What follows belongs to an exercise in optimizing a design on an open flow for small area and a short achievable clock period; a production flow would make more cautious choices.
No run shown here included a check of the RTL's function; only the layout flow was run.

==> flow/design.v, too long to show whole: its modules and the start of the top module <==
// module pressure_count_linearizer: 1782 lines
module pressure_count_linearizer (
    input  logic                  clk,
    input  logic                  rst_n,
    input  logic                  cfg_we,
    input  logic [pcl_pkg::CFG_IDX_W-1:0]  cfg_index,
    input  logic [pcl_pkg::CFG_DATA_W-1:0] cfg_data,
    input  logic                  start,
    output logic                  busy,
    input  logic [pcl_pkg::COUNT_W-1:0]    factory_count,
    input  logic [pcl_pkg::COUNT_W-1:0]    raw_count,
    output logic                  done,
    output logic [pcl_pkg::OUT_W-1:0]      pressure_utorr,
    output logic [pcl_pkg::RANGE_W-1:0]    display_range
);
  // ...
==> flow/flow/run.sh <==
#!/bin/bash
# Standard layout, with one netlist step between synthesis and floorplan:
# polfix.py picks the polarity of each full adder so that fewer inverters are
# needed (a full adder with all inputs inverted gives both outputs inverted).
# Registers, their names and cell types are those of the standard synthesis.
set -e
cd "$(dirname "$0")/.."
bash standard.sh synth > synth.log 2>&1
R=orfs/results/sky130hd/pressure_count_linearizer/base
cp $R/1_2_yosys.v 1_2_yosys.standard.v
python3 flow/polfix.py 1_2_yosys.standard.v $R/1_2_yosys.v > polfix.log 2>&1
touch $R/1_2_yosys.v
bash standard.sh SETUP_SLACK_MARGIN=8.3 finish > layout.log 2>&1
==> flow/flow/polfix.py <==
#!/usr/bin/env python3
"""Remove inverters around full adders in a flat Yosys netlist.

A full adder is self-dual: FA(~a,~b,~c) = (~sum, ~cout). So each full adder
may be used in either polarity, and an inverter is only needed where a
signal reaches a pin in the other polarity. This script removes the
inverters between cells, picks a polarity for every full adder by simulated
annealing to need as few inverters as possible, and puts back one inverter
per net that some pin needs inverted. Registers and other cells are kept as
they are.  usage: polfix.py IN.v OUT.v"""
import re, sys, random, math
from collections import defaultdict

src = open(sys.argv[1]).read()
src = re.sub(r'\(\*.*?\*\)', '', src)
src = re.sub(r'/\*.*?\*/', '', src, flags=re.S)
mod = re.search(r'module\s+(\S+)\s*\((.*?)\);(.*)endmodule', src, re.S)
top, portlist, body = mod.group(1), mod.group(2), mod.group(3)

decls, assigns, order = [], [], []
cells = {}
ports = set()
inst_re = re.compile(r'^(\S+)\s+(\S+)\s*\((.*)\)$', re.S)
for s in (x.strip() for x in body.split(';')):
    if not s:
        continue
    if s.startswith(('input', 'output', 'inout', 'wire', 'reg')):
        decls.append(s)
        if s.startswith(('input', 'output', 'inout')):
            for n in re.sub(r'\[.*?\]', '', s.split(None, 1)[1]).replace(',', ' ').split():
                ports.add(n)
        continue
    if s.startswith('assign'):
        assigns.append(s)
        continue
    m = inst_re.match(s)
    if not m:
        raise SystemExit('polfix: cannot parse: ' + s[:200])
    typ, name, conns = m.groups()
    pins = {}
    for pm in re.finditer(r'\.(\w+)\s*\(\s*(.*?)\s*\)\s*(?:,|$)', conns.strip(), re.S):
        pins[pm.group(1)] = pm.group(2)
    cells[name] = [typ, pins]
    order.append(name)

fixed = set()
for a in assigns:
    for tok in re.findall(r"[\\\w$.]+(?:\s*\[\d+\])?", a):
        fixed.add(tok.replace(' ', ''))
def isfixed(n):
    b = re.sub(r'\s*\[\d+\]$', '', n)
    return n in fixed or n in ports or b in ports or n.startswith("1'")

OUTP = {'X', 'Y', 'SUM', 'COUT', 'Q', 'Q_N', 'HI', 'LO'}
INV = re.compile(r'sky130_fd_sc_hd__(inv|clkinv)_\d+$')
FA = re.compile(r'sky130_fd_sc_hd__fa_\d+$')

drv = {}
for nm, (typ, pins) in cells.items():
    for p, n in pins.items():
        if p in OUTP:
            drv[n] = nm

# inverters whose output is not a port or an assign operand can go
removable = [c for c in order if INV.match(cells[c][0]) and not isfixed(cells[c][1]['Y'])]
def resolve(n):
    par = 0
    seen = 0
    while n in drv and drv[n] in rm_set and seen < 100:
        n = cells[drv[n]][1]['A']
        par ^= 1
        seen += 1
    return n, par
rm_set = set(removable)

# requirements: for every input pin of a kept cell, (net, parity)
req = {}
for nm in order:
    if nm in rm_set:
        continue
    typ, pins = cells[nm]
    for p, n in pins.items():
        if p in OUTP:
            continue
        req[(nm, p)] = resolve(n)
ninv0 = sum(1 for c in order if INV.match(cells[c][0]))

# cells whose output polarity can be swapped for a sibling cell type, with
# the area change in units of an inverter (3.75 um2)
SWAP = {
    'xor2_1': ('xnor2_1', 'X', 'Y', 0.0), 'xnor2_1': ('xor2_1', 'Y', 'X', 0.0),
    'nand2_1': ('and2_1', 'Y', 'X', 0.67), 'and2_1': ('nand2_1', 'X', 'Y', -0.67),
    'nor2_1': ('or2_1', 'Y', 'X', 0.67), 'or2_1': ('nor2_1', 'X', 'Y', -0.67),
    'a22oi_1': ('a22o_1', 'Y', 'X', 0.34), 'a22o_1': ('a22oi_1', 'X', 'Y', -0.34),
    'a21oi_1': ('a21o_1', 'Y', 'X', 0.67), 'a21o_1': ('a21oi_1', 'X', 'Y', -0.67),
    'o21ai_0': ('o21a_1', 'Y', 'X', 0.67), 'o21a_1': ('o21ai_0', 'X', 'Y', -0.67),
    'nand3_1': ('and3_1', 'Y', 'X', 0.34), 'and3_1': ('nand3_1', 'X', 'Y', -0.34),
    'nor3_1': ('or3_1', 'Y', 'X', 0.34), 'or3_1': ('nor3_1', 'X', 'Y', -0.34),
}
def swappable(c):
    t = cells[c][0]
    return t.startswith('sky130_fd_sc_hd__') and t[17:] in SWAP
fas = [c for c in order if FA.match(cells[c][0])]
gs = [c for c in order if c not in rm_set and swappable(c)]
gcost = {}
for c in gs:
    gcost[c] = SWAP[cells[c][0][17:]][3]
isfa = set(fas)
fas = fas + gs
fidx = {c: i for i, c in enumerate(fas)}
# terms: (a, b, p) with a, b FA indices or -1; inverter needed iff p ^ s[a] ^ s[b]
# group loads by (net, parity) since one inverter per net serves all its loads
terms = []
for (nm, p), (n, par) in req.items():
    a = fidx.get(drv.get(n), -1)
    b = fidx.get(nm, -1) if (p in ('A', 'B', 'CIN') and nm in isfa) else -1
    terms.append((a, b, par))
nf = len(fas)
inc = defaultdict(list)
for t, (a, b, p) in enumerate(terms):
    if a >= 0: inc[a].append(t)
    if b >= 0 and b != a: inc[b].append(t)
s = [0] * nf
def tcost(t):
    a, b, p = terms[t]
    return p ^ (s[a] if a >= 0 else 0) ^ (s[b] if b >= 0 else 0)
vcost = [gcost.get(c, 0.0) for c in fas]
def delta(i):
    d = vcost[i] * (1 - 2 * s[i])
    for t in inc[i]:
        d += 1 - 2 * tcost(t)
    return d
cost = sum(tcost(t) for t in range(len(terms))) + sum(vcost[i] * s[i] for i in range(nf))
best = cost; bests = s[:]
random.seed(1)
T = 2.0
iters = 400 * max(nf, 1)
for it in range(iters):
    T = 2.0 * (1 - it / iters) + 0.01
    i = random.randrange(nf) if nf else 0
    if not nf:
        break
    d = delta(i)
    if d <= 0 or random.random() < math.exp(-d / T):
        s[i] ^= 1
        cost += d
        if cost < best:
            best = cost; bests = s[:]
s = bests
# greedy clean-up
improved = True
while improved:
    improved = False
    for i in range(nf):
        if delta(i) < -1e-9:
            s[i] ^= 1; improved = True

# rebuild
for c in removable:
    order.remove(c)
    del cells[c]
flipped = {fas[i] for i in range(nf) if s[i]}
for c in flipped:
    if c in isfa:
        continue
    t = cells[c][0][17:]
    nt, op, np_, _ = SWAP[t]
    pins = cells[c][1]
    pins[np_] = pins.pop(op)
    cells[c][0] = 'sky130_fd_sc_hd__' + nt
invnet = {}
newwires = []
cnt = [0]
def inv_for(n):
    if n not in invnet:
        cnt[0] += 1
        y = f'_pf{cnt[0]}_'
        nm = f'_pfi{cnt[0]}_'
        cells[nm] = ['sky130_fd_sc_hd__inv_1', {'A': n, 'Y': y}]
        order.append(nm)
        newwires.append(y)
        invnet[n] = y
    return invnet[n]
for (nm, p), (n, par) in req.items():
    if nm not in cells:
        continue
    if n in drv and drv[n] in flipped:
        par ^= 1
    if nm in flipped and nm in isfa and p in ('A', 'B', 'CIN'):
        par ^= 1
    cells[nm][1][p] = inv_for(n) if par else n
ninv1 = sum(1 for c in order if INV.match(cells[c][0]))

def esc(n):
    return n + ' ' if n.startswith('\\') else n
out = [f'module {top}({portlist});']
for d in decls:
    out.append(f'  {d} ;')
for w in newwires:
    out.append(f'  wire {w};')
for a in assigns:
    out.append(f'  {a} ;')
for nm in order:
    typ, pins = cells[nm]
    out.append(f'  {typ} {nm} (' + ', '.join(f'.{p}({esc(n)})' for p, n in pins.items()) + ');')
out.append('endmodule')
open(sys.argv[2], 'w').write('\n'.join(out) + '\n')
print(f'polfix: {len(isfa)} full adders, {len(gs)} swappable gates, {len(flipped)} flipped, inverters {ninv0} -> {ninv1}', file=sys.stderr)
==> flow/standard.sh <==
#!/bin/bash
# synth_recipe.tcl (not shown) runs the flow's synth.tcl, then flattens the netlist and writes it again
# the make line also repeats each setting of config.mk as NAME=value (left out here)
make -C /OpenROAD-flow-scripts/flow DESIGN_CONFIG=/design/flow/config.mk WORK_HOME=/design/flow/orfs CLKGATE_MAP_FILE= SYNTH_SCRIPT=/design/flow/synth_recipe.tcl "${@:-finish}"
==> flow/config.mk <==
export PLATFORM = sky130hd
export DESIGN_NAME = pressure_count_linearizer
export DESIGN_NICKNAME = pressure_count_linearizer
export VERILOG_FILES = /design/flow/design.v
export SDC_FILE = /design/flow/constraint.sdc
export NUM_CORES = 4
export LEC_CHECK = 0
export CAP_MARGIN = 20
export CORE_MARGIN = 2
export CORE_UTILIZATION = 60
export SLEW_MARGIN = 20
==> flow/constraint.sdc <==
create_clock -name core_clock -period 12.0 [get_ports {clk}]
set_input_delay 2.4000 -clock core_clock [delete_from_list [all_inputs] [get_ports {clk}]]
set_output_delay 2.4000 -clock core_clock [all_outputs]
set_load 0.01 [all_outputs]
==> results.txt, run 1 <==
outcome timing/DRC/antenna clean; Die ar. 39600 sq um; Largest cell class multi-input combinational cells; Hold WS 0.361 ns; RSZ-0062 raised after global routing true; I/O pin cnt 90; worst path cell trace ha_1 > a21oi_1 > o211ai_1 > buf_4 > a211o_1 > a21oi_2 > inv_1 > a21oi_1 > o21ai_0 > o211ai_1 > fa_2 > nor4b_2 > nand4_1 > nor4_2 > o311a_1; fin cells 2809; top cell family by delay on the critical path compound AO/OA/AOI/OAI gates; crit-path max cell delay 0.58 ns; placed cells 2723; vias 18100; Min-Delay Endpoint s2_valid; GRT Resource Usage Total 35.7%; met3 Use GR 8.00%; Crit path depth 15; ANT nets after route 0; # Post-CTS Setup Buffers 13; uppermost layer routed met4; final instance area 25700 sq um; number of sequential cells 303; Logic inverters 71; Period minus WS final 3.78 ns; grt ovf 0; area of the multi-input gates 16000 sq um; initial drt markers 1998
==> run 2, diff against run 1 <==
--- a/flow/config.mk
+++ b/flow/config.mk
@@ -9,3 +9,5 @@
 export CORE_MARGIN = 2
 export CORE_UTILIZATION = 60
+export CTS_BUF_LIST = sky130_fd_sc_hd__clkbuf_4 sky130_fd_sc_hd__clkbuf_8
+export CTS_CLUSTER_SIZE = 50
 export SLEW_MARGIN = 20
==> results.txt, run 2 <==
outcome timing/DRC/antenna clean (unchanged); Fmax achieved 264 MHz (about the same); Period minus WS final 3.79 ns (was 3.78 ns); std cell rows 71 (unchanged); layout cells sized above 1 11.3% (was 9.53%); final setup TNS 0 ns (unchanged); Die Wd 199 um (unchanged); GRT Resource Usage Total 35.6% (was 35.7%); Critical Path AT 4.31 ns (about the same); largest registers s2_ka (43), s3_a (40), s3_b (40) (unchanged); startpoint types flip-flop (unchanged); vias 18200 (was 18100); vias in the first global route 18700 (about the same); Reg clk slew, reported paths 0.06 ns (about the same); vias per cell 6.38 (was 6.43); Slew Viols, Final 0 (unchanged); DP HPWL 50.0 mm (unchanged); max_slew headroom 22.1% (was 23.8%); Post-Syn Area 22800 sq um (unchanged); Setup-failing EPs final 0 (unchanged); Hold Path Class reg -> reg (unchanged); most frequent cells in the layout fa_1, dfxtp_1, a22oi_1 (unchanged); met2 global-route usage 55.8% (was 56.5%); final net count 2738 (was 2711); initial drt markers 1922 (was 1998); crit share post-route 31.5% (about the same); initial antenna violation count 1 (was 0); most common cell after layout, fill and taps aside fa_1 (unchanged); worst clock skew 0.0638 ns (was 0.0214 ns); Final Wtd Congestion 0.984 (unchanged); post-synthesis cell count 2263 (unchanged); CTS sink cnt 303 (unchanged); Port-buffer cells 88 (unchanged); fillcell total 2826 (was 2864); grt ovf 0 (unchanged); CTS buffer count 50 (was 31); Hold WS 0.360 ns (was 0.361 ns); Die Y 199 um (unchanged); met1 GRT Util 46.9% (was 47.3%); busiest grt layer met2 (unchanged); Crit path required time 12.52 ns (was 12.53 ns); CTS tree built (unchanged); Syn-to-layout area delta 13.6% (was 12.4%); met3 Use GR 8.59% (was 8.00%); cts hold-fix bufs 0 (unchanged); ANT nets after route 0 (unchanged); RSZ-0062 raised after global routing true (unchanged); Clock Path Buffers 3 (unchanged); first-pass GRT wire length 107 mm (about the same); Core Region 37600 sq um (unchanged); later-pin clock latency in the skew report 0.68 ns (was 0.60 ns); critical path endpoint category flip-flop (unchanged); Mapped Avg Cell Area 10.1 sq um (unchanged); Biggest register s2_ka (unchanged); CP Max Fanout 3 (was 4); I/O pin cnt 90 (unchanged); worst path cell trace ha_1 > and4_1 > nand4_1 > nand3b_1 > o22ai_4 > o221ai_2 > a211o_1 > o21a_1 > fa_2 > nand2_1 > nor4_4 > a31oi_2 > o311a_1 (was ha_1 > a21oi_1 > o211ai_1 > buf_4 > a211o_1 > a21oi_2 > inv_1 > a21oi_1 > o21ai_0 > o211ai_1 > fa_2 > nor4b_2 > nand4_1 > nor4_2 > o311a_1); Yosys Warn Count 1 (unchanged); Max Cap Viol 0 (unchanged); DR pass1 iterations 6 (unchanged); CP max stage cell fa_2 (unchanged); Die ar. 39600 sq um (unchanged); Hold Vio Cnt, Final 0 (unchanged); flip-flop count of the largest register after layout 43 (unchanged); wire length per cell 24.6 um (was 24.9 um); Setup CP Type reg -> reg (unchanged); H-tree depth 2 (was 1); Remaining DRCs 0 (unchanged); clk root buf clkbuf_8 (was clkbuf_16); Tightest Pin Transition 1.15 ns (was 1.13 ns); Total Wirelength 70.1 mm (was 69.8 mm); crit-path max cell delay 0.60 ns (was 0.58 ns); Initial Util 60.7% (unchanged); largest net degree at the start of global routing 53 (unchanged); syn nets 2700 (unchanged)
[run 2: cell types whose count changed in the layout (fill, tap and decap cells not counted), moves of 6 or more]
cell / before / now
clkbuf_8: 2 / 60
clkbuf_16: 33 / 4
nor2_1: 124 / 114
ha_1: 79 / 85
ha_4: 9 / 3
[run 2: through the flow]
step                      util, %  instance area [sq um]  instances  worst slack, ns
after floorplan                 -                  22800       2263             8.19
final                        69.0                  25900       2849             8.21
after global placement       63.6                  23900       2723             7.35
after global routing         69.0                  25900       2848             8.06
after detailed placement     63.6                  23900       2723             7.25
after CTS                    67.4                  25300       2827             8.09
[run 2: area by class of cell]
type	instances	area, sq um	area share (%)
Timing Repair inverter	1	7.51	0.0289
Clock inverter	23	329	1.27
Tap cell	511	639	2.47
Timing Repair Buffer	154	1520	5.86
Antenna cell	1	2.50	0.00965
Sequential cell	303	6240	24.1
Multi-Input combinational cell	1721	16100	61.9
Clock buffer	65	863	3.33
Inverter	70	278	1.07
[run 2: metal layers]
layer	vias up	routed length [um]	part of all wire, %
met2	1151	31800	45
met3	243	7280	10
met5	-	0	0
met4	0	3250	4.6
li1	7862	-	-
met1	8909	27700	40
[run 2: worst max-delay path: cells and delay by family, from the launching register on]
| family | cells | cell delay, ns |
|---|---|---|
| and+or+nand+nor | 5 | 1.09 |
| AOI/OAI and AO/OA | 6 | 1.29 |
| adders and majority gates | 2 | 0.98 |
| DFF | 1 | 0.30 |
[run 2: what timing repair did]
| action | in CTS | in global routing |
|---|---|---|
| gates resized for setup | 70 | 78 |
| gates cloned | 1 | 6 |
| endpoints found under the hold margin | 0 | 0 |
| pin swaps | 5 | 21 |
| endpoints found under the setup margin | 162 | 81 |
| setup buffers | 15 | 15 |
[run 2: path summary, 6_finish.rpt]
kind	from	slack, ns	end	cells after the start
hold reg to reg	s3_valid	0.36	done_r	0
setup reg to reg	s3_a[26]	8.21	rng_r[0]	13
setup / recovery	s3_a[26]	8.21	rng_r[0]	13
min in group asynchronous	rst_n	2.11	mode_r	2
hold / removal	s3_valid	0.36	done_r	0
max in group asynchronous	rst_n	9.60	om_r[1]	2

==> static timing again, ports no longer ideal <==
How much do the figures lean on ideal ports? The routed layouts below were timed once more, with nothing changed but the port constraints.
Step 1 (the two cells are an assumption about what drives the block):
set clk [get_ports {clk}]
set_driving_cell -lib_cell sky130_fd_sc_hd__clkbuf_16 $clk
set_driving_cell -lib_cell sky130_fd_sc_hd__buf_2 [delete_from_list [all_inputs] $clk]
Step 2 also shifts input and output timing later by t, the mid clock arrival at the registers, as if the neighbouring blocks saw the same clock.
Slacks: ideal ports / drivers / drivers and shift; pairs: ideal ports / drivers.
| run | t (ns) | setup slack, ns | hold WS [ns] | worst setup path at the end | slew at the worst register clock pin (ns) |
|---|---|---|---|---|---|
| run 1 | 0.643 | 8.216 / 8.216 / 7.683 | 0.361 / 0.361 / 0.361 | input to register | 0.07 / 0.07 |
| run 2 | 0.699 | 8.214 / 8.214 / 7.645 | 0.360 / 0.360 / 0.360 | input to register | 0.08 / 0.08 |
After both steps every run listed still meets setup and hold. The setup slack of run 2, which loses most, moves by 0.000 ns with the drivers and by -0.569 ns with both steps.
